Background: an optimization exercise with open tools, aiming at small area, a short achievable clock period and few clock cycles. Do not read the settings as production practice. Where RTL was checked, it was by simulation tests only, not by an equivalence proof against the original.

==> trial 93: inputs <==
## mm2s_cmd_gen
module mm2s_cmd_gen
#(
  parameter int CORE_INSTR_WIDTH = 64,
  parameter int CORE_CMD_WIDTH   = 80
) (
  input  logic                        clk,
  input  logic                        rst_n,
  input  logic [CORE_INSTR_WIDTH-1:0] s_axis_mm2s_instr_tdata,
  input  logic                        s_axis_mm2s_instr_tvalid,
  output logic                        s_axis_mm2s_instr_tready,
  output logic [CORE_CMD_WIDTH-1:0]   m_axis_mm2s_cmd_tdata,
  output logic                        m_axis_mm2s_cmd_tvalid,
  input  logic                        m_axis_mm2s_cmd_tready
);
  localparam logic [3:0] E_IDLE = 4'd0;
  localparam logic [3:0] E_PC   = 4'd1;    
  localparam logic [3:0] E_PW   = 4'd2;    
  localparam logic [3:0] E_PH   = 4'd3;    
  localparam logic [3:0] E_ES   = 4'd4;    
  localparam logic [3:0] E_E    = 4'd5;    
  localparam logic [3:0] E_D    = 4'd6;    
  localparam logic [3:0] E_D2   = 4'd7;    
  localparam logic [3:0] E_WT   = 4'd8;    
  localparam logic [3:0] E_F1   = 4'd9;    
  ...
clock: 11.0 ns
lec_check: 0
cap_margin: 20
core_margin: 2
core_utilization: 40
cts_buf_list: sky130_fd_sc_hd__clkbuf_8
cts_cluster_diameter: 50
cts_cluster_size: 12
place_density: 0.8
slew_margin: 20
standard.sh (not shown) runs the stock make flow with config.mk's settings and CLKGATE_MAP_FILE= SYNTH_SCRIPT=/design/flow/synth_recipe.tcl, a recipe that flattens the netlist after the stock synthesis.
==> flow/flow/run.sh <==
#!/bin/bash
# Standard layout, with timing repair aiming at 5.8 ns below the clock period.
set -euo pipefail
bash standard.sh SETUP_SLACK_MARGIN=5.8 finish > standard_flow.log 2>&1
==> build 72: changes against trial 93 <==
--- a/flow/design.v
+++ b/flow/design.v
@@ -76,13 +76,13 @@
   input  logic                        m_axis_mm2s_cmd_tready
 );
   localparam logic [3:0] E_IDLE = 4'd0;
   localparam logic [3:0] E_PC   = 4'd1;    
   localparam logic [3:0] E_PW   = 4'd2;    
   localparam logic [3:0] E_PH   = 4'd3;    
-  localparam logic [3:0] E_ES   = 4'd4;    
+  localparam logic [3:0] E_BUB  = 4'd4;    
   localparam logic [3:0] E_E    = 4'd5;    
   localparam logic [3:0] E_D    = 4'd6;    
   localparam logic [3:0] E_D2   = 4'd7;    
   localparam logic [3:0] E_WT   = 4'd8;    
   localparam logic [3:0] E_F1   = 4'd9;    
   localparam logic [3:0] E_F    = 4'd10;   
@@ -184,43 +184,26 @@
       E_IDLE: ;
       E_PC: begin
         if (dg_q != 2'd0) begin
           dg_d = dg_q - 2'd1; y_d = dig(sc_q, dg_q - 2'd1); a1_acc6_d = 1'b1;
         end else if (need_w_q) to_pw = 1'b1;
         else if (need_h_q)     to_ph = 1'b1;
-        else begin
-          est_d = E_ES; x_d = layer_iwih_q; y_d = mac[5:0]; a2_fin_d = 1'b1;
-        end
+        else                   est_d = E_BUB;
       end
       E_PW: begin
         if (dg_q != 2'd0) begin
           dg_d = dg_q - 2'd1; y_d = dig(16'(sw_q), dg_q - 2'd1); a1_acc6_d = 1'b1;
         end else if (need_h_q) to_ph = 1'b1;
         else                   to_e = 1'b1;
       end
       E_PH: begin
         if (dg_q != 2'd0) begin
           dg_d = dg_q - 2'd1; y_d = dig(16'(sh_q), dg_q - 2'd1); a1_acc6_d = 1'b1;
         end else to_e = 1'b1;
       end
-      E_ES: begin
-        if (acc_q[15:6] != 10'd0) to_e = 1'b1;    
-        else begin
-          est_d = E_F;
-          if (whole) begin
-            x_d = layer_iwih_q;
-            if (cl_r[9:6] != 4'd0) begin est_d = E_F1; y_d = {2'b0, cl_r[9:6]}; end
-            else y_d = cl_r[5:0];
-          end else begin
-            x_d = 18'(layer_iw_q);
-            fv  = chan ? 16'(rh_q) : 16'(rh_q - 9'd1);
-            if (fv[11:6] != 6'd0) begin est_d = E_F1; y_d = fv[11:6]; end
-            else begin y_d = fv[5:0]; a2_niw_d = !wfull_q; end
-          end
-        end
-      end
+      E_BUB: to_e = 1'b1;
       E_E: begin
         if (dg_q != 2'd0) begin
           dg_d = dg_q - 2'd1; y_d = dig(sc_q, dg_q - 2'd1); a1_acc6_d = 1'b1;
           a2_fin_d = (dg_q == 2'd1);
         end else if ((sw_cur != 9'd0) || (sh_cur != 9'd0)) begin
           est_d = E_D;
@@ -313,13 +296,13 @@
           eom_q       <= instr[P_EOM_BIT];
           fin_baddr_q <= instr[31:0];
         end
         default: ;
       endcase
     end
-    if (est_q == E_PC || est_q == E_PW || est_q == E_PH || est_q == E_E || est_q == E_ES ||
+    if (est_q == E_PC || est_q == E_PW || est_q == E_PH || est_q == E_E ||
         est_q == E_D || est_q == E_D2) acc_q <= mac;
     dg_q       <= dg_d;
     x_q        <= x_d;
     y_q        <= y_d;
     a1_acc_q   <= a1_acc_d;
     a1_acc6_q  <= a1_acc6_d;
==> flow/flow/run.sh (replaced) <==
#!/bin/bash
# Standard layout, with timing repair aiming at 6 ns below the clock period.
set -euo pipefail
bash standard.sh SETUP_SLACK_MARGIN=6 finish > standard_flow.log 2>&1
==> flow/config.mk (replaced) <==
export PLATFORM = sky130hd
export DESIGN_NAME = mm2s_cmd_gen
export DESIGN_NICKNAME = mm2s_cmd_gen
export VERILOG_FILES = /design/flow/design.v
export SDC_FILE = /design/flow/constraint.sdc
export NUM_CORES = 4
export LEC_CHECK = 0
export CAP_MARGIN = 20
export CORE_MARGIN = 2
export CORE_UTILIZATION = 60
export SLEW_MARGIN = 20
==> impl_metrics.toml <==
[layout]
fillCellCount = 3313
final_net_count = 3294
clockNetworkAreaShare_pct = 4.187
n_all_buffers = 235
layout_commonest_cell = "edfxtp_1"
multi_input_area_share_pct = 50.23

[critical_path]
reg2reg_to = "w_btt_q[21]"

[global_routing]
met1_usage_pct = 58.68

[outcome]
status = "timing/DRC/antenna clean"

[placement]
dp_cells = 3439
dp_hpwl_um = 73540

[timing]
period_share_pct = 47.79

[yosys]
synth-simple-area-share_pct = 15.93
yosysMostFrequentCell = "edfxtp_1"
The numbers above come from build 72.

==> impl_metrics.toml <==
[placement]
dp_cells = 3797

[layout]
n_all_buffers = 197
final_net_count = 3341
multi_input_area_share_pct = 51.51
layout_commonest_cell = "nand2_1"
clockNetworkAreaShare_pct = 3.043
fillCellCount = 6251

[outcome]
status = "timing/DRC/antenna clean"

[critical_path]
reg2reg_to = "acc_q[31]"
The numbers above come from trial 93.

Testbench counts of build 72, summed over its fixed seeds: cycles 12,595.
Only the layout flow was run in trial 93; the RTL was not checked for function there.

-- port drivers added, routing unchanged --
Ports are ideal in the flow. The routed layouts listed here were re-timed in OpenROAD.
Step 1 sets driving cells, clkbuf_16 on the clock port and buf_2 on the other inputs (assumed; they add their load-dependent delay and slew).
Step 2 moves the port delays by t, midway between the first and last clock arrival at a register: inputs arrive t later, outputs are due t later. That takes back most of the time a late clock gives input paths.
a / b / c = no drivers / after step 1 / after step 2; a / b = the first two.
| run | t, ns | slack for setup (ns) | worst register clock-pin slew, ns |
|---|---|---|---|
| trial 93 | 0.740 | 5.743 / 5.743 / 5.214 | 0.09 / 0.09 |
| build 72 | 0.640 | 5.743 / 5.743 / 5.544 | 0.08 / 0.08 |
After both steps every run listed still meets setup and hold. The setup slack of trial 93, which loses most, moves by 0.000 ns with the drivers and by -0.529 ns with both steps.
